From an optimization exercise on the open Yosys and OpenROAD flow, aimed at small area and a short achievable clock period; shortcuts taken in it are not production practice.
At most, simulation tests tie the RTL to the original design; equivalence was not proved.
Function not checked in runs 4 to 6: the RTL went through the layout flow alone.

## run.sh

```bash
#!/bin/bash
# synth_recipe.tcl (not shown) runs the flow's synth.tcl, then flattens the netlist and writes it again
# the make line also repeats each setting of config.mk as NAME=value (left out here)
make -C /OpenROAD-flow-scripts/flow DESIGN_CONFIG=/design/flow/config.mk WORK_HOME=/design/flow/orfs CLKGATE_MAP_FILE= SYNTH_SCRIPT=/design/flow/synth_recipe.tcl finish
```

## config.mk

```make
export PLATFORM = sky130hd
export DESIGN_NAME = bits_instruction_cache
export DESIGN_NICKNAME = bits_instruction_cache
export VERILOG_FILES = /design/flow/design.v
export SDC_FILE = /design/flow/constraint.sdc
export NUM_CORES = 4
export LEC_CHECK = 0
export ABC_CLOCK_PERIOD_IN_PS = 4000
export CAP_MARGIN = 20
export CORE_MARGIN = 2
export CORE_UTILIZATION = 30
export PLACE_DENSITY = 0.45
export SETUP_SLACK_MARGIN = 1.5
export SLEW_MARGIN = 20
export SYNTH_HIERARCHICAL = 1
```

## constraint.sdc

```tcl
create_clock -name core_clock -period 6.5 [get_ports {clk}]
set_input_delay 1.3000 -clock core_clock [delete_from_list [all_inputs] [get_ports {clk}]]
set_output_delay 1.3000 -clock core_clock [all_outputs]
set_load 0.01 [all_outputs]
```

## design.v

```verilog
`default_nettype none
package bits_pkg;
  localparam int CACHE_BITS = 128;
  localparam int WORD_BITS = 64;
  localparam int WORD_BYTES = 8;
  localparam int BYTE_COUNT_BITS = $clog2(WORD_BYTES + 1);
  localparam int SPACE_LIMIT = CACHE_BITS - WORD_BITS;
  localparam int TAKE_CODES = 18;
  localparam int TAKE_BITS = 5;
  typedef logic [CACHE_BITS-1:0] cache_t;
  typedef logic [WORD_BITS-1:0] word_t;
  typedef logic [WORD_BYTES-1:0] byte_mask_t;
  typedef logic [$clog2(CACHE_BITS + 1)-1:0] fill_level_t;
  typedef logic [TAKE_BITS-1:0] take_code_t;
  localparam fill_level_t LIT_BASE_BITS = 8'd11;
  localparam fill_level_t LIT_STEP_BITS = 8'd5;
  localparam int LIT_CODES = 16;
  localparam take_code_t OP_TYPE1_CODE = 5'd16;
  localparam take_code_t OP_TYPE2_CODE = 5'd17;
  localparam fill_level_t OP_TYPE1_BITS = 8'd22;
  localparam fill_level_t OP_TYPE2_BITS = 8'd18;
  typedef struct packed {
    logic valid;
    word_t word;
    fill_level_t bits;
  } fill_t;
  typedef enum logic [0:0] {
    FILL_IDLE = 1'b0,
    FILL_ACK = 1'b1
  } fill_state_e;
endpackage
`default_nettype wire
`default_nettype none
import bits_pkg::*;
module bits_fill_ctrl
(
  input logic clk,
  input logic resetB,
  input logic mem_req,
  input bits_pkg::byte_mask_t valid_bytes,
  output logic mem_ack,
  input logic space_available,
  input logic load_taken,
  output logic load_valid,
  output logic [BYTE_COUNT_BITS-1:0] load_bytes
);
  bits_pkg::fill_state_e state;
  bits_pkg::fill_state_e state_next;
  always_comb
  begin
    load_bytes = '0;
    for (int i = 0; i < WORD_BYTES; i++)
    begin
      load_bytes = load_bytes + (BYTE_COUNT_BITS)'(valid_bytes[i]);
    end
  end
  assign load_valid = (state == FILL_IDLE) && mem_req && space_available;
  always_comb
  begin
    state_next = state;
    case (state)
      FILL_IDLE:
      begin
        if (load_taken)
        begin
          state_next = FILL_ACK;
        end
      end
      FILL_ACK:
      begin
        if (!mem_req)
        begin
          state_next = FILL_IDLE;
        end
      end
      default:
      begin
        state_next = FILL_IDLE;
      end
    endcase
  end
  always_ff @(posedge clk or negedge resetB)
  begin
    if (!resetB)
    begin
      state <= FILL_IDLE;
    end
    else
    begin
      state <= state_next;
    end
  end
  assign mem_ack = (state == FILL_ACK);
endmodule
`default_nettype wire
`default_nettype none
import bits_pkg::*;
module bits_bit_buffer
(
  input logic clk,
  input logic resetB,
  input bits_pkg::take_code_t take,
  input logic load_valid,
  input bits_pkg::word_t load_word,
  input logic [BYTE_COUNT_BITS-1:0] load_bytes,
  output logic load_taken,
  output bits_pkg::cache_t instruction_cache,
  output logic space_available
);
  localparam int STAGES = 7;
  bits_pkg::fill_level_t room;
  bits_pkg::fill_level_t room_next;
  bits_pkg::fill_level_t room_delta;
  bits_pkg::fill_level_t take_len;
  logic [TAKE_CODES-1:0] take_fits;
  logic take_valid;
  logic [STAGES-1:0] load_amt;
  logic [STAGES-1:0] shift_amt;
  bits_pkg::cache_t shift_out;
  logic [WORD_BITS-1:0] keep_hi;
  function automatic bits_pkg::fill_level_t take_length(input bits_pkg::take_code_t code);
    bits_pkg::fill_level_t len;
    begin
      case (code)
      5'd0: len = 8'd11;
      5'd1: len = 8'd16;
      5'd2: len = 8'd21;
      5'd3: len = 8'd26;
      5'd4: len = 8'd31;
      5'd5: len = 8'd36;
      5'd6: len = 8'd41;
      5'd7: len = 8'd46;
      5'd8: len = 8'd51;
      5'd9: len = 8'd56;
      5'd10: len = 8'd61;
      5'd11: len = 8'd66;
      5'd12: len = 8'd71;
      5'd13: len = 8'd76;
      5'd14: len = 8'd81;
      5'd15: len = 8'd86;
      5'd16: len = 8'd22;
      5'd17: len = 8'd18;
      default: len = 8'd0;
      endcase
      take_length = len;
    end
  endfunction
  for (genvar c = 0; c < TAKE_CODES; c++)
  begin : g_fits
    assign take_fits[c] = (room <= bits_pkg::fill_level_t'(CACHE_BITS) - take_length(bits_pkg::take_code_t'(c)));
  end
  always_comb
  begin
    take_len = take_length(take);
    take_valid = 1'b0;
    if (take < bits_pkg::take_code_t'(TAKE_CODES))
    begin
      take_valid = take_fits[take];
    end
  end
  assign load_taken = load_valid && !take_valid;
  assign space_available = room[7] | room[6];
  assign load_amt = {room[7], room[5:0]};
  always_comb
  begin
    if (take_valid)
    begin
      shift_amt = take_len[STAGES-1:0];
    end
    else if (load_valid)
    begin
      shift_amt = load_amt;
    end
    else
    begin
      shift_amt = '0;
    end
  end
  logic [CACHE_BITS-1:0] stage [STAGES+1];
  for (genvar i = 0; i < WORD_BITS; i++)
  begin : g_in
    bits_muxi u_in (.s(load_taken), .a(load_word[i]), .b(instruction_cache[i]), .y(stage[0][i]));
  end
  assign stage[0][CACHE_BITS-1:WORD_BITS] = ~instruction_cache[CACHE_BITS-1:WORD_BITS];
  for (genvar s = 0; s < STAGES; s++)
  begin : g_stage
    for (genvar i = 0; i < CACHE_BITS; i++)
    begin : g_bit
      if (i >= (1 << s))
      begin : g_mux
        bits_muxi u_mux (.s(shift_amt[s]), .a(stage[s][i - (1 << s)]), .b(stage[s][i]), .y(stage[s+1][i]));
      end
      else
      begin : g_pass
        assign stage[s+1][i] = ~stage[s][i];
      end
    end
  end
  assign shift_out = stage[STAGES];
  logic [WORD_BITS-1:0] amt_le;
  logic [WORD_BITS-1:0] therm [STAGES];
  assign therm[0] = {WORD_BITS{1'b1}};
  for (genvar k = 0; k < STAGES - 1; k++)
  begin : g_therm
    for (genvar j = 0; j < (2 << k); j++)
    begin : g_bit
      if (j < (1 << k))
      begin : g_lo
        assign therm[k+1][j] = !load_amt[k] && therm[k][j];
      end
      else
      begin : g_hi
        assign therm[k+1][j] = !load_amt[k] || therm[k][j - (1 << k)];
      end
    end
  end
  assign amt_le = load_amt[STAGES-1] ? '0 : therm[STAGES-1];
  assign keep_hi = amt_le & {WORD_BITS{load_taken}};
  always_comb
  begin
    if (take_valid)
    begin
      room_delta = take_len;
    end
    else if (load_taken)
    begin
      room_delta = -bits_pkg::fill_level_t'({load_bytes, 3'b000});
    end
    else
    begin
      room_delta = '0;
    end
  end
  assign room_next = room + room_delta;
  always_ff @(posedge clk)
  begin
    for (int j = 0; j < WORD_BITS; j++)
    begin
      instruction_cache[j] <= shift_out[j];
      if (!keep_hi[j])
      begin
        instruction_cache[WORD_BITS + j] <= shift_out[WORD_BITS + j];
      end
    end
  end
  always_ff @(posedge clk or negedge resetB)
  begin
    if (!resetB)
    begin
      room <= bits_pkg::fill_level_t'(CACHE_BITS);
    end
    else
    begin
      room <= room_next;
    end
  end
endmodule
`default_nettype wire
`default_nettype none
module bits_muxi
(
  input logic s,
  input logic a,
  input logic b,
  output logic y
);
  assign y = ~(s ? a : b);
endmodule
`default_nettype wire
`default_nettype none
import bits_pkg::*;
module bits_instruction_cache
(
  input logic clk,
  input logic resetB,
  input logic mem_req,
  output logic mem_ack,
  input bits_pkg::word_t instruction_word,
  input bits_pkg::byte_mask_t valid_bytes,
  input bits_pkg::take_code_t instruction_process,
  output bits_pkg::cache_t instruction_cache,
  output logic space_available
);
  logic load_valid;
  logic [BYTE_COUNT_BITS-1:0] load_bytes;
  logic load_taken;
  bits_fill_ctrl u_fill_ctrl (
    .clk (clk),
    .resetB (resetB),
    .mem_req (mem_req),
    .valid_bytes (valid_bytes),
    .mem_ack (mem_ack),
    .space_available (space_available),
    .load_taken (load_taken),
    .load_valid (load_valid),
    .load_bytes (load_bytes)
  );
  bits_bit_buffer u_bit_buffer (
    .clk (clk),
    .resetB (resetB),
    .take (instruction_process),
    .load_valid (load_valid),
    .load_word (instruction_word),
    .load_bytes (load_bytes),
    .load_taken (load_taken),
    .instruction_cache (instruction_cache),
    .space_available (space_available)
  );
endmodule
`default_nettype wire
```

==> impl_metrics.json, run 1 <==
{
  "dp_cells": 2347,
  "slew_headroom_pct": 33.5,
  "ys_ff_latch": 137,
  "rows": 79,
  "start_util_pct": 30.5,
  "cts_root_buffer": "clkbuf_16",
  "route.vias.total": 13341,
  "synthFlopType": "edfxtp_1",
  "synthCells": 1428,
  "cp_slowest_cell": "a2111oi_2",
  "yosys_warnings": 12,
  "synth_top_area_cell": "mux2i_1",
  "antenna_found_initial": 1,
  "ioPinCount": 210,
  "path_clk_slew_ns": 0.07,
  "timing.final.crit_share_pct": 77.4,
  "async_reset_ff_share_pct": 6.57,
  "antenna_cells": 0,
  "crit_buf_inv": 5,
  "syn_avg_cell_area_um2": 9.98,
  "slew_violations": 0,
  "place_congestion": 0.928,
  "drt_iter0_drc": 1018,
  "path_cells": "buf_4, and2_4, nor4b_2, a2111oi_2, o31ai_4, and3_4, nand2_8, clkinv_16, buf_16, buf_4, mux2i_1, mux2i_1, buf_4, mux2i_2, mux2i_1, mux2i_1, mux2i_1, mux2i_2, mux2i_2",
  "hold_class": "flop to flop",
  "rsz0062_at_grt": "true",
  "cpMostUsedCell": "mux2i_1",
  "dp_hpwl_um": 53900,
  "ant_nets": 0,
  "period_needed_ns": 5.03,
  "gr-total-overflow": 0,
  "synth_top_area_share_pct": 58.6,
  "worstPathArrival_ns": 5.26,
  "hold_ws_ns": 0.593,
  "max_stage_delay_ns": 0.49,
  "synth.area.top_cells": "mux2i_1 (59%), edfxtp_1 (13%), dfxtp_1 (9.0%), inv_1 (4.0%), nand2_1 (1.7%)",
  "cts_tree": "done",
  "endpoint_kind": "flop",
  "fmax_mhz": 199,
  "wire_per_inst_um": 27.8,
  "crit_type": "primary input to flop",
  "h-tree-depth": 4,
  "coreArea_um2": 46800,
  "drive_above_1_share_pct": 24.8,
  "grt_pass1_wl_um": 95800,
  "cts_max_path_buffers": 2,
  "setup_ws_ns": 1.47,
  "synth_fp_nets": 1531,
  "synth.most_common_cell": "mux2i_1",
  "remaining_drc_errors": 0,
  "syn_to_final_growth_pct": 44.9,
  "syn_area_um2": 14300,
  "dieArea_um2": 49300,
  "numCtsBuffers": 17,
  "synth_edf_count": 64,
  "finalSetupViolCount": 0,
  "cpLargestDelayFamily": "multiplexers",
  "place_ws_ns": -0.0774,
  "clock_latency_ns": 0.50,
  "yosysSeqAreaShare_pct": 24.1,
  "first_pass_iters": 5,
  "status": "timing/DRC/antenna clean",
  "grt_max_degree": 40,
  "dieWidth_um": 222,
  "portBuffers": 209,
  "critPathLaunchType": "primary input",
  "grt_pass1_vias": 13638,
  "skew_ns": 0.0136,
  "hold_viol_final": 0,
  "worst_slew_pin_slew_ns": 0.994,
  "stdcell_count": 2453,
  "crit_fanout": 13,
  "tns_ns": 0,
  "routed_wl_um": 68200,
  "fin_nets": 1936,
  "yosys-top-cells-count": "mux2i_1 (834), inv_1 (153), dfxtp_1 (64), edfxtp_1 (64), nand2_1 (64)",
  "cts_num_sinks": 137,
  "grt_usage_pct": 27.0,
  "viasPerCell": 5.44,
  "cap_violations": 0,
  "netlist-cell-type-count": 57,
  "die_h_um": 222,
  "crit_required_ns": 6.73
}
==> area by class of cell <==
cell class | instances | area [µm²]
multi-input combinational | 1105 | 11200
clock inverter | 13 | 170
sequential | 137 | 3440
timing repair inverter | 2 | 20.0
inverter | 155 | 608
clock buffer | 19 | 433
fill | 4537 | 26100
tap | 607 | 759
timing repair buffer | 415 | 4000
==> layout by cell type, fill, tap and decap left out, types with 3 or more instances in the layout <==
master           instances
mux2i_1                672
clkdlybuf4s50_1        202
buf_4                  180
inv_1                  150
mux2i_2                131
dfxtp_1                 64
edfxtp_1                64
nand2_1                 63
o21ai_0                 40
mux2i_4                 31
nor2_1                  25
clkbuf_16               18
buf_12                  17
ha_1                    12
a21oi_1                 11
nand3_1                 10
and2_1                   5
nor2b_1                  5
xnor2_1                  5
fa_1                     5
nor3_1                   4
a21o_1                   4
a211oi_1                 4
nand3b_1                 4
xor2_1                   4
a21o_4                   4
inv_2                    4
inv_6                    4
buf_16                   4
dfrtp_1                  4
nand2b_1                 3
ha_2                     3
ha_4                     3
clkinvlp_4               3
clkinv_4                 3
bufinv_16                3
clkdlybuf4s15_1          3
dfrtp_2                  3
==> state kept, by name, indices dropped and copies added (netlist names) <==
signal,cells
u_bit_buffer.instruction_cache,128
u_bit_buffer.room,8
u_fill_ctrl.state,1
==> routing by layer <==
metal | wire (µm) | vias to the layer above | track usage [%] | share of wire (%)
li1 | - | 6068 | - | -
met2 | 31600 | 439 | 43.2 | 46
met3 | 3230 | 75 | 4.04 | 4.7
met5 | 0 | - | 0 | 0
met4 | 1880 | 0 | 9.15 | 2.8
met1 | 31500 | 6759 | 37.0 | 46
==> kinds of logic after synthesis <==
group | synth area share, %
mux | 58.7
buf+inv | 5.37
simple gates | 4.55
flops | 24.1
compound gates | 4.38
fa+ha+maj | 2.28
xor+xnor | 0.676
==> worst paths after layout <==
| path | start | endpoint | slack, ns | cells past startpoint |
|---|---|---|---|---|
| min | u_fill_ctrl.state$_DFF_PN0_ | u_fill_ctrl.state$_DFF_PN0_ | 0.59 | 1 |
| max | instruction_process[1] | u_bit_buffer.instruction_cache[99]$_DFFE_PN_ | 1.47 | 19 |
| max reg2reg | u_bit_buffer.room[0]$_DFF_PN0_ | u_bit_buffer.instruction_cache[99]$_DFFE_PN_ | 1.56 | 16 |
| min in group asynchronous | resetB | u_bit_buffer.room[5]$_DFF_PN0_ | 1.13 | 1 |
| min reg2reg | u_fill_ctrl.state$_DFF_PN0_ | u_fill_ctrl.state$_DFF_PN0_ | 0.59 | 1 |
| max in group asynchronous | resetB | u_bit_buffer.room[3]$_DFF_PN0_ | 5.01 | 1 |
==> per-module statistics from Yosys (local to each module, per instance), a selection <==
module | copies in the design | flops+latches | area [µm²]
bits_muxi | 833 | 0 | 10.0
bits_fill_ctrl | 1 | 1 | 238
bits_bit_buffer | 1 | 136 | 5680
==> stage by stage <==
step                      cell area (µm²)  util (%)
after floorplan                     14300         -
after global placement              18200      38.9
after detailed placement            18200      38.9
after CTS                           19900      42.6
after global routing                20600      44.2
final                               20600      44.2
==> timing repair <==
item,CTS,global route
endpoints found under the setup margin,113,90
setup buffers,42,26
resized for setup,170,104
hold buffers,0,0
gates cloned,4,2
pin swaps,14,16
==> inputs of run 2 (changes only) <==
--- a/config.mk
+++ b/config.mk
@@ -11,5 +11,5 @@
 export CORE_UTILIZATION = 30
 export PLACE_DENSITY = 0.45
-export SETUP_SLACK_MARGIN = 1.5
+export SETUP_SLACK_MARGIN = 2.5
 export SLEW_MARGIN = 20
 export SYNTH_HIERARCHICAL = 1
==> run 2 against run 1 <==
  * First-iteration DRC count is 18% higher
  * Via count is 2.6% higher
  * Cell area is 11% higher
  * Setup slack better by 0.21 ns
  * Largest cell class unchanged
  * Maximum frequency is 4.4% higher
  * Critical path type unchanged
  * Routed wire length is 0.97% higher
  * Count of clock-buffer cells in the layout is 2 higher
==> impl_metrics.json, run 2 <==
{
  "ioPinCount": 210,
  "remaining_drc_errors": 0,
  "grt_pass1_vias": 14232,
  "numCtsBuffers": 17,
  "synth_top_area_share_pct": 58.6,
  "layout_commonest_cell": "mux2i_1",
  "antenna_found_initial": 2,
  "synthFlopType": "edfxtp_1",
  "slew_violations": 0,
  "syn_area_um2": 14300,
  "cts_tree": "done",
  "dp_hpwl_um": 52800,
  "utilization_pct": 48.9,
  "synth_top_area_cell": "mux2i_1",
  "fmax_mhz": 207,
  "clock_latency_ns": 0.50,
  "start_util_pct": 30.5,
  "ant_nets": 0,
  "path_clk_slew_ns": 0.07,
  "dieArea_um2": 49300,
  "largest_register": "u_bit_buffer.instruction_cache",
  "largest_reg_flops": 128,
  "critPathLaunchType": "primary input",
  "synth.area.top_cells": "mux2i_1 (59%), edfxtp_1 (13%), dfxtp_1 (9.0%), inv_1 (4.0%), nand2_1 (1.7%)",
  "antenna_cells": 0,
  "syn_avg_cell_area_um2": 9.98,
  "status": "timing/DRC/antenna clean",
  "skew_ns": 0.0154,
  "synth_edf_count": 64,
  "grt_pass1_wl_um": 98200,
  "synth_fp_nets": 1531,
  "fillers": 4390,
  "portBuffers": 209,
  "synth.most_common_cell": "mux2i_1",
  "worstPathArrival_ns": 5.05,
  "routed_wl_um": 68900,
  "cts_root_buffer": "clkbuf_16",
  "fin_nets": 2026,
  "die_h_um": 222,
  "grt_max_degree": 97,
  "yosysSeqAreaShare_pct": 24.1,
  "worst_slew_pin_slew_ns": 0.887,
  "finalSetupViolCount": 0,
  "cap_violations": 0,
  "drt_iter0_drc": 1200,
  "yosys-top-cells-count": "mux2i_1 (834), inv_1 (153), dfxtp_1 (64), edfxtp_1 (64), nand2_1 (64)",
  "period_needed_ns": 4.82,
  "hold_class": "flop to flop",
  "h-tree-depth": 4,
  "ys_ff_latch": 137,
  "wire_per_inst_um": 27.1,
  "slew_headroom_pct": 40.6,
  "cts_max_path_buffers": 2,
  "crit_fanout": 7,
  "endpoint_kind": "flop",
  "dieWidth_um": 222,
  "gr-total-overflow": 0,
  "register_area_um2": 3440,
  "drive_above_1_share_pct": 36.2,
  "crit_required_ns": 6.73,
  "async_reset_ff_share_pct": 6.57,
  "crit_type": "primary input to flop",
  "viasPerCell": 5.38,
  "final_cell_mix": "mux2i_1 (568), clkdlybuf4s50_1 (201), buf_4 (193)",
  "first_pass_iters": 5,
  "reg.largest.list": "u_bit_buffer.instruction_cache: 128 flops, u_bit_buffer.room: 8 flops, u_fill_ctrl.state: 1 flops",
  "multi_input_area_um2": 12300,
  "coreArea_um2": 46800,
  "grt_usage_pct": 27.5,
  "timing.final.crit_share_pct": 74.2,
  "netlist-cell-type-count": 57,
  "route.vias.total": 13686,
  "cts_num_sinks": 137,
  "yosys_warnings": 12,
  "rows": 79,
  "place_congestion": 0.903,
  "tns_ns": 0,
  "synthCells": 1428,
  "rsz0062_at_grt": "true",
  "syn_to_final_growth_pct": 60.5,
  "hold_viol_final": 0
}
-- run 2: metal layers --
layer,track usage (%),up-vias,wire length [µm],share of wire [%]
li1,-,6277,-,-
met1,37.2,6918,31600,46
met2,44.7,406,31900,46
met3,4.27,85,3210,4.7
met4,9.44,0,2210,3.2
met5,0,-,0,0
-- run 2: path summary, 6_finish.rpt --
path | startpoint | end | slack [ns] | cells past startpoint
max | instruction_process[1] | u_bit_buffer.instruction_cache[108]$_DFFE_PN_ | 1.68 | 20
min | u_fill_ctrl.state$_DFF_PN0_ | u_fill_ctrl.state$_DFF_PN0_ | 0.59 | 1
min in group asynchronous | resetB | u_bit_buffer.room[3]$_DFF_PN0_ | 1.13 | 1
max reg2reg | u_bit_buffer.room[3]$_DFF_PN0_ | u_bit_buffer.instruction_cache[108]$_DFFE_PN_ | 1.74 | 19
max in group asynchronous | resetB | u_bit_buffer.room[2]$_DFF_PN0_ | 5.01 | 1
min reg2reg | u_fill_ctrl.state$_DFF_PN0_ | u_fill_ctrl.state$_DFF_PN0_ | 0.59 | 1
-- run 2: per-stage QoR --
step                instance area [µm²]  hold WS (ns)  std cells  setup slack [ns]
floorplan                         14300         0.586       1428             0.407
finish                            22900         0.592       2543              1.68
global route                      22900         0.615       2543              1.57
global placement                  18300         0.589       2361            -0.167
detailed placement                18300         0.579       2362            -0.161
CTS                               21900         0.597       2518              1.62
-- run 2: logic make-up after synthesis --
logic type / after synthesis / share of synthesized area (%)
muxes: 835 / 58.7
adders and majority gates: 23 / 2.28
buffers and inverters: 187 / 5.37
and+or+nand+nor: 138 / 4.55
DFF: 137 / 24.1
AOI/OAI and AO/OA: 97 / 4.38
xor gates and xnor gates: 11 / 0.676
-- run 2: layout make-up --
cell class                      instances  area share [%]
Multi-Input combinational cell       1107            53.9
Timing Repair Buffer                  503            22.4
Sequential cell                       137            15.1
Tap cell                              607            3.32
Inverter                              155            2.70
Clock buffer                           21            1.97
Clock inverter                         11           0.459
Timing Repair inverter                  2           0.175
-- run 2: timing repair --
action,in CTS,in global routing
hold buffers,0,0
pin swaps,24,24
setup endpoints to repair,155,125
buffers inserted,114,25
resized for setup,433,168
gates cloned,10,0
-- run 2: critical path, stage by stage --
cell and delay [ns]:
buf_12 0.11, nand3b_1 0.13, a2111oi_2 0.05, a2111o_1 0.42, o211ai_4 0.19, and3_4 0.28, nand2_8 0.09, inv_16 0.10
buf_16 0.15, buf_12 0.12, buf_16 0.12, buf_12 0.13, mux2i_4 0.31, mux2i_2 0.14, mux2i_2 0.30, mux2i_1 0.15
mux2i_1 0.26, mux2i_1 0.17, mux2i_2 0.30, mux2i_1 0.17
-- run 2: per-module statistics from Yosys, one instance, submodules excluded, excerpt --
module | area [µm²] | flops+latches | copies in the design | cells
bits_bit_buffer | 5680 | 136 | 1 | 567
bits_muxi | 10.0 | 0 | 833 | 1
bits_fill_ctrl | 238 | 1 | 1 | 28
==> inputs of run 3 (changes only) <==
--- a/config.mk
+++ b/config.mk
@@ -6,10 +6,8 @@
 export NUM_CORES = 4
 export LEC_CHECK = 0
-export ABC_CLOCK_PERIOD_IN_PS = 4000
 export CAP_MARGIN = 20
 export CORE_MARGIN = 2
 export CORE_UTILIZATION = 30
 export PLACE_DENSITY = 0.45
-export SETUP_SLACK_MARGIN = 2.5
 export SLEW_MARGIN = 20
 export SYNTH_HIERARCHICAL = 1
==> run 3 against run 2 <==
  * Still clean
  * Setup slack worse by 1.4 ns
  * Synthesized cell count stayed put
  * Maximum frequency is 23% lower
  * Cell count is 4.4% lower
  * Core utilization is 7.9 points lower
  * Register-to-register slack worse by 1.1 ns
  * Die area stayed put
  * Largest cell class unchanged
==> impl_metrics.json, run 3 <==
{
  "start_util_pct": 30.5,
  "dp_hpwl_um": 53700,
  "crit_type": "primary input to flop",
  "wire_per_inst_um": 26.5,
  "cts_max_path_buffers": 2,
  "route.vias.total": 12846,
  "ctsResizeCount": 0,
  "cts_num_sinks": 137,
  "grt_usage_pct": 25.5,
  "rows": 79,
  "slew_headroom_pct": 37.8,
  "place_ws_ns": -0.0387,
  "rsz0062_at_grt": "false",
  "ys_ff_latch": 137,
  "grt_pass1_wl_um": 91500,
  "netlist-cell-type-count": 57,
  "period_needed_ns": 6.23,
  "crit_fanout": 21,
  "cts_tree": "done",
  "grt_pass1_vias": 13297,
  "die_h_um": 222,
  "cap_violations": 0,
  "first_pass_iters": 5,
  "fmax_mhz": 160,
  "synth_top_area_cell": "mux2i_1",
  "async_reset_ff_share_pct": 6.57,
  "tns_ns": 0,
  "endpoint_kind": "flop",
  "ioPinCount": 210,
  "drt_iter0_drc": 911,
  "reg.largest.list": "u_bit_buffer.instruction_cache: 128 flops, u_bit_buffer.room: 8 flops, u_fill_ctrl.state: 1 flops",
  "cts_hold_buffers": 0,
  "synth_edf_count": 64,
  "synth_fp_nets": 1531,
  "h-tree-depth": 4,
  "synth.most_common_cell": "mux2i_1",
  "hold_class": "flop to flop",
  "dpl_cell_area_um2": 18600,
  "synth.area.top_cells": "mux2i_1 (59%), edfxtp_1 (13%), dfxtp_1 (9.0%), inv_1 (4.0%), nand2_1 (1.7%)",
  "dieArea_um2": 49300,
  "drive_above_1_share_pct": 13.0,
  "hold_ws_ns": 0.586,
  "skew_ns": 0.0188,
  "remaining_drc_errors": 0,
  "timing.final.crit_share_pct": 95.9,
  "syn_to_final_growth_pct": 34.6,
  "synthFlopType": "edfxtp_1",
  "syn_avg_cell_area_um2": 9.98,
  "place_congestion": 0.936,
  "coreArea_um2": 46800,
  "yosys-top-cells-count": "mux2i_1 (834), inv_1 (153), dfxtp_1 (64), edfxtp_1 (64), nand2_1 (64)",
  "dieWidth_um": 222,
  "hold_viol_final": 0,
  "clock_latency_ns": 0.47,
  "syn_area_um2": 14300,
  "fin_nets": 1911,
  "setup_ws_ns": 0.268,
  "largest_register": "u_bit_buffer.instruction_cache",
  "cts_root_buffer": "clkbuf_16",
  "grt_max_degree": 68,
  "antenna_found_initial": 2,
  "fillers": 4725,
  "synth_top_area_share_pct": 58.6,
  "ant_nets": 0,
  "slew_violations": 0,
  "gr-total-overflow": 0,
  "crit_required_ns": 6.73,
  "yosys_warnings": 12,
  "critPathLaunchType": "primary input",
  "layout_commonest_cell": "mux2i_1",
  "yosysSeqAreaShare_pct": 24.1,
  "postCtsSetupRepairBufs": 0,
  "worst_slew_pin_slew_ns": 0.933,
  "final_cell_mix": "mux2i_1 (834), clkdlybuf4s50_1 (209), buf_4 (168)",
  "stdcell_area_um2": 19200,
  "largest_reg_flops": 128,
  "viasPerCell": 5.29,
  "portBuffers": 209,
  "worstPathArrival_ns": 6.46,
  "synthCells": 1428,
  "finalSetupViolCount": 0,
  "status": "timing/DRC/antenna clean",
  "numCtsBuffers": 17,
  "routed_wl_um": 64300,
  "reg2reg_slack_ns": 0.66,
  "path_clk_slew_ns": 0.07
}
-- run 3: cell counts after synthesis --
Identical to the previous run, type by type.
-- run 3: layout make-up --
cell class | instances | area (µm²) | area share [%]
clock inverter | 8 | 50.0 | 0.261
clock buffer | 24 | 556 | 2.90
multi-input combinational | 1104 | 10100 | 52.7
antenna | 2 | 5.00 | 0.0261
sequential | 137 | 3430 | 17.9
inverter | 155 | 587 | 3.06
tap | 607 | 759 | 3.96
timing repair buffer | 393 | 3680 | 19.2
-- run 3: final timing paths --
path                                           startpoint                                            end  cells past startpoint
setup / recovery                   instruction_process[0]  u_bit_buffer.instruction_cache[120]$_DFFE_PN_                     19
hold / removal                u_fill_ctrl.state$_DFF_PN0_                    u_fill_ctrl.state$_DFF_PN0_                      1
setup reg to reg           u_bit_buffer.room[1]$_DFF_PN0_  u_bit_buffer.instruction_cache[120]$_DFFE_PN_                     18
hold reg to reg               u_fill_ctrl.state$_DFF_PN0_                    u_fill_ctrl.state$_DFF_PN0_                      1
max in group asynchronous                          resetB                 u_bit_buffer.room[7]$_DFF_PN1_                      1
min in group asynchronous                          resetB                 u_bit_buffer.room[1]$_DFF_PN0_                      1
-- run 3: modules after synthesis, one instance, submodules excluded, a selection --
module | times used | cell area [µm²] | cells inside | flip-flops and latches
bits_fill_ctrl | 1 | 238 | 28 | 1
bits_muxi | 833 | 10.0 | 1 | 0
bits_bit_buffer | 1 | 5680 | 567 | 136
-- run 3: cell families (layout without fill, tap and decap cells) --
logic type	after synthesis	count (layout)	share of synthesized area [%]
muxes	835	835	58.7
buffers and inverters	187	580	5.37
and+or+nand+nor	138	138	4.55
DFF	137	137	24.1
AOI/OAI and AO/OA	97	97	4.38
adders and majority gates	23	23	2.28
xor gates and xnor gates	11	11	0.676
other	0	2	0
-- run 3: worst max-delay path, stage by stage --
cell and delay, ns:
clkdlybuf4s50_1 0.72, buf_4 0.23, a41o_1 0.17, a21oi_1 0.07, o31ai_2 0.46, and3_4 0.34, nand2_4 0.10, inv_6 0.20
a21o_4 0.22, buf_12 0.20, buf_12 0.20, mux2i_1 0.46, mux2i_1 0.24, buf_4 0.19, mux2i_1 0.19, mux2i_1 0.13
mux2i_1 0.37, mux2i_1 0.22, mux2i_1 0.41
-- run 3: metal layers --
layer  vias to the layer above  GRT usage [%]  routed length (µm)
met4                         0           6.82                1310
met1                      6417           34.3               29600
li1                       5997              -                   -
met3                        51           3.79                3040
met5                         -              0                   0
met2                       381           42.7               30400
-- run 3: stage by stage --
stage	instances	utilization (%)
2_1_floorplan	1428	-
3_5_place_dp	2396	39.7
6_report	2430	41.0
4_1_cts	2428	41.0
5_1_grt	2428	41.0
3_3_place_gp	2395	39.7
==> inputs of run 4 (changes only) <==
--- a/design.v
+++ b/design.v
@@ -180,5 +180,5 @@
   for (genvar i = 0; i < WORD_BITS; i++)
   begin : g_in
-    bits_muxi u_in (.s(load_taken), .a(load_word[i]), .b(instruction_cache[i]), .y(stage[0][i]));
+    bits_oai22 u_in (.sa_n(load_taken), .a(instruction_cache[i]), .sb_n(!load_taken), .b(load_word[i]), .y(stage[0][i]));
   end
   assign stage[0][CACHE_BITS-1:WORD_BITS] = ~instruction_cache[CACHE_BITS-1:WORD_BITS];
@@ -189,5 +189,5 @@
       if (i >= (1 << s))
       begin : g_mux
-        bits_muxi u_mux (.s(shift_amt[s]), .a(stage[s][i - (1 << s)]), .b(stage[s][i]), .y(stage[s+1][i]));
+        bits_oai22 u_mux (.sa_n(shift_amt[s]), .a(stage[s][i]), .sb_n(!shift_amt[s]), .b(stage[s][i - (1 << s)]), .y(stage[s+1][i]));
       end
       else
@@ -258,12 +258,13 @@
 `default_nettype wire
 `default_nettype none
-module bits_muxi
+module bits_oai22
 (
-  input logic s,
+  input logic sa_n,
   input logic a,
+  input logic sb_n,
   input logic b,
   output logic y
 );
-  assign y = ~(s ? a : b);
+  assign y = ~((a | sa_n) & (b | sb_n));
 endmodule
 `default_nettype wire
--- a/config.mk
+++ b/config.mk
@@ -6,8 +6,10 @@
 export NUM_CORES = 4
 export LEC_CHECK = 0
+export ABC_CLOCK_PERIOD_IN_PS = 4000
 export CAP_MARGIN = 20
 export CORE_MARGIN = 2
 export CORE_UTILIZATION = 30
 export PLACE_DENSITY = 0.45
+export SETUP_SLACK_MARGIN = 2.0
 export SLEW_MARGIN = 20
 export SYNTH_HIERARCHICAL = 1
==> run 4 against run 3 <==
  * Via count is 32% higher
  * Cell area is 13% higher
  * Setup slack better by 1.3 ns
==> impl_metrics.json, run 4 <==
{
  "status": "timing/DRC/antenna clean",
  "viasPerCell": 7.18,
  "whs_path_depth": 1,
  "synthAdderAreaFrac_pct": 2.82,
  "syn_to_final_growth_pct": 96.1,
  "wire_per_inst_um": 33.7,
  "synth_top_area_share_pct": 47.1,
  "dieWidth_um": 196,
  "timing.final.crit_share_pct": 75.9,
  "hold_class": "flop to flop",
  "synth_edf_count": 64,
  "ant_nets": 0,
  "cp-startpoint": "valid_bytes[0]",
  "rsz0062_at_grt": "true",
  "critPathLaunchType": "primary input",
  "utilization_pct": 59.6,
  "min-delay-start": "u_fill_ctrl.state$_DFF_PN0_",
  "die_h_um": 196,
  "synth_fp_nets": 1512,
  "yosys-top-cells-count": "o22ai_1 (836), inv_1 (152), dfxtp_1 (64), edfxtp_1 (64), nand2_1 (36)",
  "crit_required_ns": 6.90,
  "dieArea_um2": 38600,
  "skew_ns": 0.0150,
  "worst_slew_pin_slew_ns": 1.13,
  "ioPinCount": 210,
  "synth.area.top_cells": "o22ai_1 (47%), edfxtp_1 (17%), dfxtp_1 (12%), inv_1 (5.1%), ha_1 (1.9%)",
  "grt-busiest-layer": "met2",
  "portBuffers": 209,
  "hold_viol_final": 0,
  "endpoint_kind": "flop",
  "gr-total-overflow": 0,
  "period_needed_ns": 4.93,
  "cts_hold_buffers": 0,
  "setup_ws_ns": 1.57,
  "synth_top_family_by_area": "compound AO/OA/AOI/OAI gates",
  "grt_pass1_wl_um": 113000,
  "yosysSeqAreaShare_pct": 30.9,
  "place_ws_ns": -0.0545,
  "grt_pass1_vias": 16444,
  "crit_fanout": 3,
  "synth_compound_area_share_pct": 53.1,
  "path_clk_slew_ns": 0.06,
  "synth.most_common_cell": "o22ai_1",
  "yosys-mux-area-fraction_pct": 0.225,
  "finalSetupViolCount": 0,
  "synth_xor_area_share_pct": 0.868,
  "largest_reg_flops": 128,
  "ys_ff_latch": 137,
  "netlist-cell-type-count": 62,
  "slew_violations": 0,
  "routed_wl_um": 79900,
  "antenna_found_initial": 2,
  "grt_max_degree": 97,
  "numCtsBuffers": 17,
  "drt_iter0_drc": 2413,
  "start_util_pct": 30.4,
  "antenna_cells": 0,
  "dp_hpwl_um": 53200,
  "remaining_drc_errors": 0,
  "cts_max_path_buffers": 2,
  "cap_violations": 0,
  "met2_usage_pct": 62.0,
  "fmax_mhz": 203,
  "synthFlopType": "edfxtp_1",
  "layout_commonest_cell": "o22ai_2",
  "grt_usage_pct": 40.1,
  "crit_type": "primary input to flop",
  "fin_nets": 1989,
  "async_reset_ff_share_pct": 6.57,
  "coreArea_um2": 36500,
  "first_pass_iters": 6,
  "syn_avg_cell_area_um2": 7.87,
  "cts_num_sinks": 137,
  "r2r_end": "u_bit_buffer.instruction_cache[121]$_DFFE_PN_",
  "reg2regPathDepth": 17,
  "rr_startpoint": "u_bit_buffer.room[5]$_DFF_PN0_",
  "h-tree-depth": 4,
  "route.vias.total": 17007,
  "rows": 70,
  "worstPathArrival_ns": 5.33,
  "use_met3_pct": 9.03,
  "grt_use_met1_pct": 52.0,
  "synth-simple-area-share_pct": 5.36,
  "reg.largest.list": "u_bit_buffer.instruction_cache: 128 flops, u_bit_buffer.room: 8 flops, u_fill_ctrl.state: 1 flops",
  "synth_top_area_cell": "o22ai_1",
  "drive_above_1_share_pct": 47.1,
  "final_cell_mix": "o22ai_2 (419), o22ai_1 (319), clkdlybuf4s50_1 (201)",
  "cts_tree": "done",
  "place_congestion": 0.953,
  "largest_register": "u_bit_buffer.instruction_cache",
  "clock_latency_ns": 0.47,
  "yosys_warnings": 12,
  "slew_headroom_pct": 24.3,
  "cts_root_buffer": "clkbuf_16",
  "hold_path_end": "u_fill_ctrl.state$_DFF_PN0_",
  "syn_area_um2": 11100,
  "reg2reg_slack_ns": 1.68,
  "synthCells": 1410
}
[run 4: cell count changes after synthesis, sizes merged, moves of 4 or more]
| cell | delta |
|---|---|
| o22ai | +834 |
| mux2i | -833 |
| o211ai | +13 |
| a21o | +4 |
| nor3 | +4 |
| nand2 | -28 |
| o21ai | -13 |
| nand3 | +9 |
| a21oi | +7 |
[run 4: through the flow]
stage	TNS [ns]	area, µm²	instances	hold slack (ns)
2_1_floorplan	-3.22	11200	1410	0.582
3_3_place_gp	-0.0110	15200	2201	0.567
3_5_place_dp	-0.0545	15200	2201	0.564
4_1_cts	0	21300	2358	0.590
5_1_grt	0	21800	2368	0.629
6_report	0	21800	2368	0.586
[run 4: area by class of cell]
cell class / count / area, µm²
Clock buffer: 18 / 429
Clock inverter: 14 / 113
Fill cell: 3185 / 14800
Inverter: 153 / 582
Multi-Input combinational cell: 1092 / 11200
Sequential cell: 137 / 3440
Tap cell: 468 / 586
Timing Repair Buffer: 485 / 5400
Timing Repair inverter: 1 / 6.26
[run 4: modules after synthesis (local to each module, per instance), excerpt]
module / flops+latches / cell area (µm²)
bits_oai22: 0 / 6.26
bits_bit_buffer: 136 / 5670
bits_fill_ctrl: 1 / 226
[run 4: cell families (layout without fill, tap and decap cells)]
group / Yosys count / in the layout
AOI/OAI and AO/OA: 938 / 940
xor gates and xnor gates: 11 / 11
adders and majority gates: 22 / 22
buffers and inverters: 183 / 671
DFF: 137 / 137
muxes: 2 / 2
and+or+nand+nor: 117 / 117
[run 4: what timing repair did]
action                                  4_1_cts  5_1_grt
endpoints found under the setup margin      130      107
resized for setup                           704       64
cloned                                       26        1
buffers inserted                             99        9
pin swaps                                   163       18
[run 4: worst max path at each step]
stage / slack [ns] / end / cells past startpoint
2_1_floorplan: -0.30 / u_bit_buffer.instruction_cache[127]$_DFFE_PN_ / 16
3_3_place_gp: -0.01 / u_bit_buffer.instruction_cache[71]$_DFFE_PN_ / 16
3_5_place_dp: -0.05 / u_bit_buffer.instruction_cache[71]$_DFFE_PN_ / 16
4_1_cts: 1.55 / u_bit_buffer.room[7]$_DFF_PN1_ / 20
5_1_grt: 1.35 / u_bit_buffer.room[7]$_DFF_PN1_ / 20
6_report: 1.57 / u_bit_buffer.room[7]$_DFF_PN1_ / 20
[run 4: worst max-delay path: stages]
cell and delay (ns):
buf_6 0.09, fa_1 0.52, inv_1 0.05, fa_1 0.49, fa_1 0.40, inv_1 0.07, ha_2 0.18, inv_2 0.04
fa_1 0.44, inv_2 0.08, inv_2 0.04, ha_4 0.25, nand2_2 0.05, a31oi_2 0.21, ha_1 0.27, nand2_1 0.10
o21ai_2 0.07, o41ai_2 0.34, xnor2_1 0.17, xor2_1 0.16
[run 4: metal layers]
metal  share of wire (%)  vias to the layer above
met3                  10                      278
met5               0.023                        -
met4                 6.3                        2
li1                    -                     7070
met2                  44                     1232
met1                  40                     8425
==> inputs of run 5 (changes only) <==
--- a/design.v
+++ b/design.v
@@ -111,5 +111,4 @@
   bits_pkg::fill_level_t room;
   bits_pkg::fill_level_t room_next;
-  bits_pkg::fill_level_t room_delta;
   bits_pkg::fill_level_t take_len;
   logic [TAKE_CODES-1:0] take_fits;
@@ -146,7 +145,28 @@
     end
   endfunction
+  function automatic logic at_most(input bits_pkg::fill_level_t x, input bits_pkg::fill_level_t k);
+    logic gt;
+    logic eq;
+    begin
+      gt = 1'b0;
+      eq = 1'b1;
+      for (int i = $bits(x) - 1; i >= 0; i--)
+      begin
+        if (k[i])
+        begin
+          eq = eq & x[i];
+        end
+        else
+        begin
+          gt = gt | (eq & x[i]);
+          eq = eq & !x[i];
+        end
+      end
+      at_most = !gt;
+    end
+  endfunction
   for (genvar c = 0; c < TAKE_CODES; c++)
   begin : g_fits
-    assign take_fits[c] = (room <= bits_pkg::fill_level_t'(CACHE_BITS) - take_length(bits_pkg::take_code_t'(c)));
+    assign take_fits[c] = at_most(room, bits_pkg::fill_level_t'(CACHE_BITS) - take_length(bits_pkg::take_code_t'(c)));
   end
   always_comb
@@ -198,39 +218,42 @@
   end
   assign shift_out = stage[STAGES];
-  logic [WORD_BITS-1:0] amt_le;
-  logic [WORD_BITS-1:0] therm [STAGES];
-  assign therm[0] = {WORD_BITS{1'b1}};
-  for (genvar k = 0; k < STAGES - 1; k++)
-  begin : g_therm
-    for (genvar j = 0; j < (2 << k); j++)
-    begin : g_bit
-      if (j < (1 << k))
-      begin : g_lo
-        assign therm[k+1][j] = !load_amt[k] && therm[k][j];
-      end
-      else
-      begin : g_hi
-        assign therm[k+1][j] = !load_amt[k] || therm[k][j - (1 << k)];
-      end
+  logic [7:0] grp_lt;
+  logic [7:0] grp_eq;
+  logic [7:0] low_le;
+  always_comb
+  begin
+    for (int p = 0; p < 8; p++)
+    begin
+      grp_lt[p] = load_taken && (load_amt[6:3] < 4'(p));
+      grp_eq[p] = load_taken && (load_amt[6:3] == 4'(p));
     end
+    for (int q = 0; q < 8; q++)
+    begin
+      low_le[q] = (load_amt[2:0] <= 3'(q));
+    end
+  end
+  for (genvar j = 0; j < WORD_BITS; j++)
+  begin : g_keep
+    assign keep_hi[j] = grp_lt[j / 8] || (grp_eq[j / 8] && low_le[j % 8]);
   end
-  assign amt_le = load_amt[STAGES-1] ? '0 : therm[STAGES-1];
-  assign keep_hi = amt_le & {WORD_BITS{load_taken}};
+  bits_pkg::fill_level_t room_take;
+  bits_pkg::fill_level_t room_load;
+  assign room_take = room + take_len;
+  assign room_load = room - bits_pkg::fill_level_t'({load_bytes, 3'b000});
   always_comb
   begin
     if (take_valid)
     begin
-      room_delta = take_len;
+      room_next = room_take;
     end
     else if (load_taken)
     begin
-      room_delta = -bits_pkg::fill_level_t'({load_bytes, 3'b000});
+      room_next = room_load;
     end
     else
     begin
-      room_delta = '0;
+      room_next = room;
     end
   end
-  assign room_next = room + room_delta;
   always_ff @(posedge clk)
   begin
==> flow/run.sh (new file) <==
#!/bin/bash
# The standard layout, with every input and output port buffered by a plain
# buffer (sky130_fd_sc_hd__buf_1) instead of the delay buffer that
# buffer_ports picks on its own. The resizer may still size these up.
set -euo pipefail
export BUFFER_PORTS_ARGS="-buffer_cell sky130_fd_sc_hd__buf_1"
bash standard.sh > standard.log 2>&1
==> standard.sh (new file) <==
#!/bin/bash
# synth_recipe.tcl (not shown) runs the flow's synth.tcl, then flattens the netlist and writes it again
# the make line also repeats each setting of config.mk as NAME=value (left out here)
make -C /OpenROAD-flow-scripts/flow DESIGN_CONFIG=/design/flow/config.mk WORK_HOME=/design/flow/orfs CLKGATE_MAP_FILE= SYNTH_SCRIPT=/design/flow/synth_recipe.tcl "${@:-finish}"
--- a/config.mk
+++ b/config.mk
@@ -6,5 +6,4 @@
 export NUM_CORES = 4
 export LEC_CHECK = 0
-export ABC_CLOCK_PERIOD_IN_PS = 4000
 export CAP_MARGIN = 20
 export CORE_MARGIN = 2
removed: run.sh
==> run 5 against run 4 <==
  * Still clean
  * Synthesized cell count increased by 3.1%
  * Setup slack improved by 0.040 ns
  * Critical path depth is the same
  * Sequential share of layout area is 0.40 points lower
  * Maximum frequency rose by 0.83%
  * Flip-flop and latch count is the same
  * Highest routed layer unchanged
==> impl_metrics.json, run 5 <==
{
  "status": "timing/DRC/antenna clean",
  "crit_required_ns": 6.77,
  "cts_hold_buffers": 0,
  "cts_num_sinks": 137,
  "synthCells": 1454,
  "route.vias.total": 17903,
  "worstPathArrival_ns": 5.16,
  "setup_ws_ns": 1.61,
  "fin_nets": 2040,
  "viasPerCell": 7.27,
  "slew_headroom_pct": 22.8,
  "async_reset_ff_share_pct": 6.57,
  "grt_pass1_wl_um": 112000,
  "wire_per_inst_um": 35.0,
  "dieWidth_um": 199,
  "layout_commonest_cell": "o22ai_2",
  "portBuffers": 209,
  "synth.most_common_cell": "o22ai_1",
  "period_needed_ns": 4.89,
  "cpMostUsedCell": "o22ai_2",
  "coreArea_um2": 37600,
  "rsz0062_at_grt": "true",
  "hold_class": "flop to flop",
  "fmax_mhz": 204,
  "synth_top_area_share_pct": 45.6,
  "max_stage_delay_ns": 0.40,
  "worst_slew_pin_slew_ns": 1.16,
  "synth_top_area_cell": "o22ai_1",
  "yosysSeqAreaShare_pct": 30.0,
  "drive_above_1_share_pct": 49.9,
  "routed_wl_um": 86000,
  "die_h_um": 199,
  "clock_latency_ns": 0.47,
  "h-tree-depth": 4,
  "slew_violations": 0,
  "cts_root_buffer": "clkbuf_16",
  "start_util_pct": 30.5,
  "critPathLaunchType": "primary input",
  "skew_ns": 0.0163,
  "cts_tree": "done",
  "path_clk_slew_ns": 0.07,
  "yosys_warnings": 10,
  "cpLargestDelayFamily": "compound AO/OA/AOI/OAI gates",
  "dp_hpwl_um": 53600,
  "grt_pass1_vias": 15959,
  "reg.largest.list": "u_bit_buffer.instruction_cache: 128 flops, u_bit_buffer.room: 8 flops, u_fill_ctrl.state: 1 flops",
  "timing.final.crit_share_pct": 75.2,
  "place_congestion": 0.978,
  "tns_ns": 0,
  "dieArea_um2": 39700,
  "dpl_cell_area_um2": 14000,
  "first_pass_iters": 8,
  "finalSetupViolCount": 0,
  "synth_fp_nets": 1560,
  "numCtsBuffers": 17,
  "endpoint_kind": "flop",
  "drt_iter0_drc": 2453,
  "yosys-top-cells-count": "o22ai_1 (834), inv_1 (152), dfxtp_1 (64), edfxtp_1 (64), nand2_1 (40)",
  "grt_usage_pct": 39.5,
  "gr-total-overflow": 0,
  "netlist-cell-type-count": 66,
  "grt_max_degree": 65,
  "ys_ff_latch": 137,
  "syn_avg_cell_area_um2": 7.87,
  "crit_fanout": 8,
  "syn_area_um2": 11400,
  "antenna_found_initial": 6,
  "hold_viol_final": 0,
  "cap_violations": 0,
  "rows": 71,
  "utilization_pct": 59.4,
  "synthFlopType": "edfxtp_1",
  "synth_edf_count": 64,
  "ioPinCount": 210,
  "largest_reg_flops": 128,
  "ant_nets": 0,
  "crit_buf_inv": 7,
  "crit_type": "primary input to flop",
  "path_cells": "buf_6, or3_4, or3_1, o22a_1, o211ai_4, o21ai_4, buf_12, buf_4, nand2_8, buf_12, buf_16, o22ai_2, o22ai_4, o22ai_4, o22ai_4, o22ai_2, o22ai_2, buf_4, inv_1, o22ai_2",
  "remaining_drc_errors": 0,
  "syn_to_final_growth_pct": 94.9,
  "cp_slowest_cell": "o22ai_2",
  "cts_max_path_buffers": 2,
  "largest_register": "u_bit_buffer.instruction_cache",
  "stdcell_area_um2": 22300,
  "place_ws_ns": 0.294,
  "synth.area.top_cells": "o22ai_1 (46%), edfxtp_1 (17%), dfxtp_1 (11%), inv_1 (5.0%), ha_1 (2.2%)",
  "final_cell_mix": "o22ai_2 (399), o22ai_1 (236), buf_1 (204)"
}
[run 5: changes by cell type after synthesis, sizes merged, moves of 8 or more]
| cell | delta |
|---|---|
| nand3 | +16 |
| mux2i | +12 |
| clkbuf | +11 |
| nor2 | -10 |
| or3 | +10 |
| mux2 | +9 |
| a21o | -8 |
[run 5: kinds of logic (layout without fill, tap and decap cells)]
| kind of cell | count (synthesis) | count (layout) | synth area share, % |
|---|---|---|---|
| AND/OR/NAND/NOR | 138 | 139 | 6.08 |
| flip-flops | 137 | 137 | 30.0 |
| adder cells (fa/ha/maj) | 26 | 26 | 3.24 |
| multiplexers | 23 | 27 | 2.32 |
| AO/OA/AOI/OAI | 933 | 933 | 51.3 |
| XOR/XNOR | 7 | 7 | 0.536 |
| other | 0 | 3 | 0 |
| buffers and inverters | 190 | 678 | 6.59 |
[run 5: timing repair]
action | 4_1_cts | 5_1_grt
pin swaps | 128 | 132
setup endpoints to repair | 121 | 108
endpoints found under the hold margin | 0 | 0
buffers inserted | 65 | 59
resized for setup | 628 | 282
gates cloned | 26 | 7
[run 5: final cells by class]
| class | instances | area (µm²) |
|---|---|---|
| Sequential cell | 137 | 3430 |
| Tap cell | 511 | 639 |
| Multi-Input combinational cell | 1132 | 12800 |
| Antenna cell | 3 | 7.51 |
| Fill cell | 3119 | 15300 |
| Clock buffer | 25 | 573 |
| Timing Repair Buffer | 493 | 4170 |
| Inverter | 153 | 584 |
| Clock inverter | 7 | 68.8 |
[run 5: Yosys stat by module, one instance, submodules excluded, a selection]
module | cells inside | copies in the design | area, µm² | flip-flops and latches
bits_fill_ctrl | 25 | 1 | 226 | 1
bits_oai22 | 1 | 833 | 6.26 | 0
bits_bit_buffer | 596 | 1 | 6010 | 136
[run 5: per-stage QoR]
stage / hold WS (ns) / instances
finish: 0.585 / 2461
global placement: 0.557 / 2267
CTS: 0.585 / 2390
floorplan: 0.604 / 1454
global route: 0.605 / 2458
detailed placement: 0.567 / 2267
[run 5: path summary, 6_finish.rpt]
kind                                             startpoint                                            to  slack, ns  depth (start not counted)
min                             u_fill_ctrl.state$_DFF_PN0_                   u_fill_ctrl.state$_DFF_PN0_       0.58                          1
min reg2reg                     u_fill_ctrl.state$_DFF_PN0_                   u_fill_ctrl.state$_DFF_PN0_       0.58                          1
min in group asynchronous                            resetB                   u_fill_ctrl.state$_DFF_PN0_       0.78                          1
max in group asynchronous                            resetB              u_bit_buffer.room[4]$_DFFE_PN0P_       5.33                          1
max reg2reg                u_bit_buffer.room[0]$_DFFE_PN0P_  u_bit_buffer.instruction_cache[77]$_DFFE_PN_       1.71                         19
max                                  instruction_process[3]  u_bit_buffer.instruction_cache[87]$_DFFE_PN_       1.61                         20
[run 5: metal layers]
| metal | vias up | GRT usage [%] | wire length, µm |
|---|---|---|---|
| li1 | 7241 | - | - |
| met1 | 8819 | 51.4 | 32700 |
| met2 | 1418 | 60.2 | 36700 |
| met3 | 423 | 9.96 | 9990 |
| met4 | 2 | 20.6 | 6610 |
| met5 | - | 0 | 8 |
==> inputs of run 6 (changes only) <==
--- a/design.v
+++ b/design.v
@@ -47,11 +47,30 @@
   bits_pkg::fill_state_e state;
   bits_pkg::fill_state_e state_next;
+  logic [WORD_BYTES-1:0] sorted [7];
+  logic [WORD_BYTES-1:0] at_least;
+  function automatic logic [WORD_BYTES-1:0] exchange(input logic [WORD_BYTES-1:0] v, input int a, input int b);
+    logic [WORD_BYTES-1:0] r;
+    begin
+      r = v;
+      r[a] = v[a] | v[b];
+      r[b] = v[a] & v[b];
+      exchange = r;
+    end
+  endfunction
   always_comb
   begin
-    load_bytes = '0;
-    for (int i = 0; i < WORD_BYTES; i++)
-    begin
-      load_bytes = load_bytes + (BYTE_COUNT_BITS)'(valid_bytes[i]);
-    end
+    sorted[0] = valid_bytes;
+    sorted[1] = exchange(exchange(exchange(exchange(sorted[0], 0, 1), 2, 3), 4, 5), 6, 7);
+    sorted[2] = exchange(exchange(exchange(exchange(sorted[1], 0, 2), 1, 3), 4, 6), 5, 7);
+    sorted[3] = exchange(exchange(sorted[2], 1, 2), 5, 6);
+    sorted[4] = exchange(exchange(exchange(exchange(sorted[3], 0, 4), 1, 5), 2, 6), 3, 7);
+    sorted[5] = exchange(exchange(sorted[4], 2, 4), 3, 5);
+    sorted[6] = exchange(exchange(exchange(sorted[5], 1, 2), 3, 4), 5, 6);
+    at_least = sorted[6];
+    load_bytes[3] = at_least[7];
+    load_bytes[2] = at_least[3] & !at_least[7];
+    load_bytes[1] = (at_least[1] & !at_least[3]) | (at_least[5] & !at_least[7]);
+    load_bytes[0] = (at_least[0] & !at_least[1]) | (at_least[2] & !at_least[3])
+                  | (at_least[4] & !at_least[5]) | (at_least[6] & !at_least[7]);
   end
   assign load_valid = (state == FILL_IDLE) && mem_req && space_available;
@@ -240,5 +259,5 @@
   bits_pkg::fill_level_t room_load;
   assign room_take = room + take_len;
-  assign room_load = room - bits_pkg::fill_level_t'({load_bytes, 3'b000});
+  assign room_load = {room[7:3] - 5'(load_bytes), room[2:0]};
   always_comb
   begin
--- a/config.mk
+++ b/config.mk
@@ -10,5 +10,4 @@
 export CORE_UTILIZATION = 30
 export PLACE_DENSITY = 0.45
-export SETUP_SLACK_MARGIN = 2.0
 export SLEW_MARGIN = 20
 export SYNTH_HIERARCHICAL = 1
==> run 6 against run 5 <==
  * Critical path type unchanged
  * Non-clock buffer count fell by 151
  * Count of clock-buffer cells in the layout fell by 3
  * Largest cell class unchanged
  * Critical path depth fell by 4
  * Worst hold slack got worse by 0.013 ns
  * Still clean
  * Cell count fell by 6.2%
  * Setup slack got worse by 0.88 ns
  * First-iteration DRC count fell by 22%
==> impl_metrics.json, run 6 <==
{
  "skew_ns": 0.0165,
  "status": "timing/DRC/antenna clean",
  "crit_fanout": 27,
  "coreArea_um2": 37700,
  "cts_tree": "done",
  "wire_per_inst_um": 29.6,
  "endpoint_kind": "flop",
  "portBuffers": 209,
  "synth.area.top_cells": "o22ai_1 (45%), edfxtp_1 (17%), dfxtp_1 (11%), inv_1 (4.8%), o211ai_1 (2.3%)",
  "antenna_found_initial": 1,
  "synth.most_common_cell": "o22ai_1",
  "slew_violations": 0,
  "fillers": 4101,
  "worst_slew_pin_slew_ns": 1.03,
  "final_cell_mix": "o22ai_1 (834), buf_1 (209), inv_1 (146)",
  "dieArea_um2": 39900,
  "clock_latency_ns": 0.46,
  "viasPerCell": 6.77,
  "grt_max_degree": 99,
  "dieWidth_um": 200,
  "hold_class": "flop to flop",
  "syn_area_um2": 11500,
  "postCtsSetupRepairBufs": 0,
  "cts_max_path_buffers": 2,
  "ant_nets": 0,
  "grt_pass1_wl_um": 96800,
  "routed_wl_um": 68400,
  "fin_nets": 1885,
  "ctsResizeCount": 0,
  "place_congestion": 0.954,
  "synthCells": 1461,
  "rsz0062_at_grt": "false",
  "slew_headroom_pct": 31.0,
  "cts_hold_buffers": 0,
  "async_reset_ff_share_pct": 6.57,
  "finalSetupViolCount": 0,
  "yosys_warnings": 11,
  "largest_register": "u_bit_buffer.instruction_cache",
  "rows": 71,
  "grt_usage_pct": 33.4,
  "yosysSeqAreaShare_pct": 29.8,
  "remaining_drc_errors": 0,
  "grt_pass1_vias": 14583,
  "synth_fp_nets": 1560,
  "critPathLaunchType": "primary input",
  "period_needed_ns": 5.78,
  "drt_iter0_drc": 1912,
  "gr-total-overflow": 0,
  "layout_commonest_cell": "o22ai_1",
  "largest_reg_flops": 128,
  "timing.final.crit_share_pct": 88.8,
  "ioPinCount": 210,
  "utilization_pct": 38.8,
  "setup_ws_ns": 0.725,
  "start_util_pct": 30.5,
  "yosys-top-cells-count": "o22ai_1 (834), inv_1 (148), dfxtp_1 (64), edfxtp_1 (64), nor2_1 (37)",
  "h-tree-depth": 4,
  "cts_root_buffer": "clkbuf_16",
  "syn_to_final_growth_pct": 27.2,
  "route.vias.total": 15629,
  "synth_top_area_cell": "o22ai_1",
  "worstPathArrival_ns": 5.90,
  "fmax_mhz": 173,
  "cap_violations": 0,
  "crit_type": "primary input to flop",
  "dp_hpwl_um": 53400,
  "syn_avg_cell_area_um2": 7.87,
  "place_ws_ns": 0.320,
  "synth_edf_count": 64,
  "cts_num_sinks": 137,
  "drive_above_1_share_pct": 11.0,
  "numCtsBuffers": 17,
  "netlist-cell-type-count": 60,
  "hold_viol_final": 0,
  "reg.largest.list": "u_bit_buffer.instruction_cache: 128 flops, u_bit_buffer.room: 8 flops, u_fill_ctrl.state: 1 flops",
  "synth_top_area_share_pct": 45.4,
  "first_pass_iters": 6,
  "antenna_cells": 0,
  "die_h_um": 200,
  "ys_ff_latch": 137,
  "synthFlopType": "edfxtp_1",
  "path_clk_slew_ns": 0.07,
  "crit_required_ns": 6.62
}
==> run 6: layer usage <==
metal / wire [µm] / track usage, %
met5: 13 / 0
met4: 2840 / 13.2
met3: 5210 / 4.97
met2: 31600 / 54.9
met1: 28800 / 44.2
==> run 6: cells by family (layout without fill, tap and decap cells) <==
kind of cell	after synthesis	in the layout	synth area share, %
xor+xnor	12	12	0.914
buf+inv	186	523	6.58
mux	25	25	2.28
fa+ha+maj	21	21	2.37
compound gates	945	945	52.4
simple gates	135	135	5.66
flops	137	137	29.8
==> run 6: cell type report <==
type,instances,area [µm²],share of cell area (%)
repair buffers,342,2010,13.7
flip-flops and latches,137,3430,23.4
clock inverters,9,63.8,0.436
well taps,511,639,4.37
clock buffers,22,484,3.31
multi-input cells,1138,7440,50.9
inverters,150,563,3.85
==> run 6: worst max-delay path, stage by stage <==
cell	delay [ns]
buf_1	0.33
inv_2	0.11
o2111ai_1	0.19
a31oi_1	0.08
or4_4	0.61
a211oi_4	0.43
inv_2	0.32
buf_4	0.28
o22ai_1	0.33
o22ai_1	0.16
o22ai_1	0.35
o22ai_1	0.20
o22ai_1	0.35
o22ai_1	0.19
o22ai_1	0.40
o22ai_1	0.24
==> run 6: metrics by stage <==
step | TNS (ns) | std cells | instance area (µm²) | hold slack, ns
floorplan | -0.291 | 1461 | 11600 | 0.587
CTS | 0 | 2309 | 14600 | 0.574
detailed placement | 0 | 2278 | 14100 | 0.558
finish | 0 | 2309 | 14600 | 0.572
global placement | 0 | 2278 | 14100 | 0.540
global route | 0 | 2309 | 14600 | 0.589
==> run 6: worst paths after layout <==
check / from / endpoint / slack [ns] / cells after the start
setup reg to reg: u_bit_buffer.room[3]$_DFFE_PN0P_ / u_bit_buffer.instruction_cache[104]$_DFFE_PN_ / 0.80 / 15
min in group asynchronous: resetB / u_bit_buffer.room[6]$_DFFE_PN0P_ / 0.82 / 1
hold reg to reg: u_fill_ctrl.state$_DFF_PN0_ / u_fill_ctrl.state$_DFF_PN0_ / 0.57 / 1
setup / recovery: instruction_process[1] / u_bit_buffer.instruction_cache[104]$_DFFE_PN_ / 0.72 / 16
max in group asynchronous: resetB / u_bit_buffer.room[0]$_DFFE_PN0P_ / 5.28 / 1
hold / removal: u_fill_ctrl.state$_DFF_PN0_ / u_fill_ctrl.state$_DFF_PN0_ / 0.57 / 1
==> run 6: Yosys stat by module (local to each module, per instance), excerpt <==
module           cells  cell area (µm²)  flip-flops and latches
bits_bit_buffer    573             5930                     136
bits_fill_ctrl      55              355                       1
bits_oai22           1             6.26                       0

[port drivers added, routing unchanged]
The flow's constraints put no driver on any port. The routed layouts listed below were extracted and timed again, unchanged, in two steps.
Step 1: set_driving_cell puts a clkbuf_16 on clk and a buf_2 on each other input, an assumption about the parent block.
Step 2 moves the port delays by t, midway between the first and last clock arrival at a register: inputs arrive t later, outputs are due t later. That takes back most of the time a late clock gives input paths.
Slacks: no drivers / after step 1 / after step 2; pairs: no drivers / after step 1.
| run | shift t [ns] | slack for setup (ns) | hold WS [ns] |
|---|---|---|---|
| run 1 | 0.554 | 1.468 / 1.504 / 0.951 | 0.593 / 0.593 / 0.593 |
| run 2 | 0.548 | 1.678 / 1.679 / 1.130 | 0.592 / 0.592 / 0.592 |
| run 3 | 0.526 | 0.268 / 0.308 / -0.218 | 0.586 / 0.586 / 0.586 |
| run 4 | 0.518 | 1.569 / 1.590 / 1.072 | 0.586 / 0.586 / 0.586 |
| run 5 | 0.519 | 1.610 / 1.625 / 1.106 | 0.585 / 0.585 / 0.585 |
| run 6 | 0.506 | 0.725 / 0.749 / 0.243 | 0.572 / 0.572 / 0.572 |
With both steps, setup timing fails in run 3, where it was met with ideal ports. The setup slack of run 2, which loses most, moves by +0.001 ns with the drivers and by -0.548 ns with both steps.
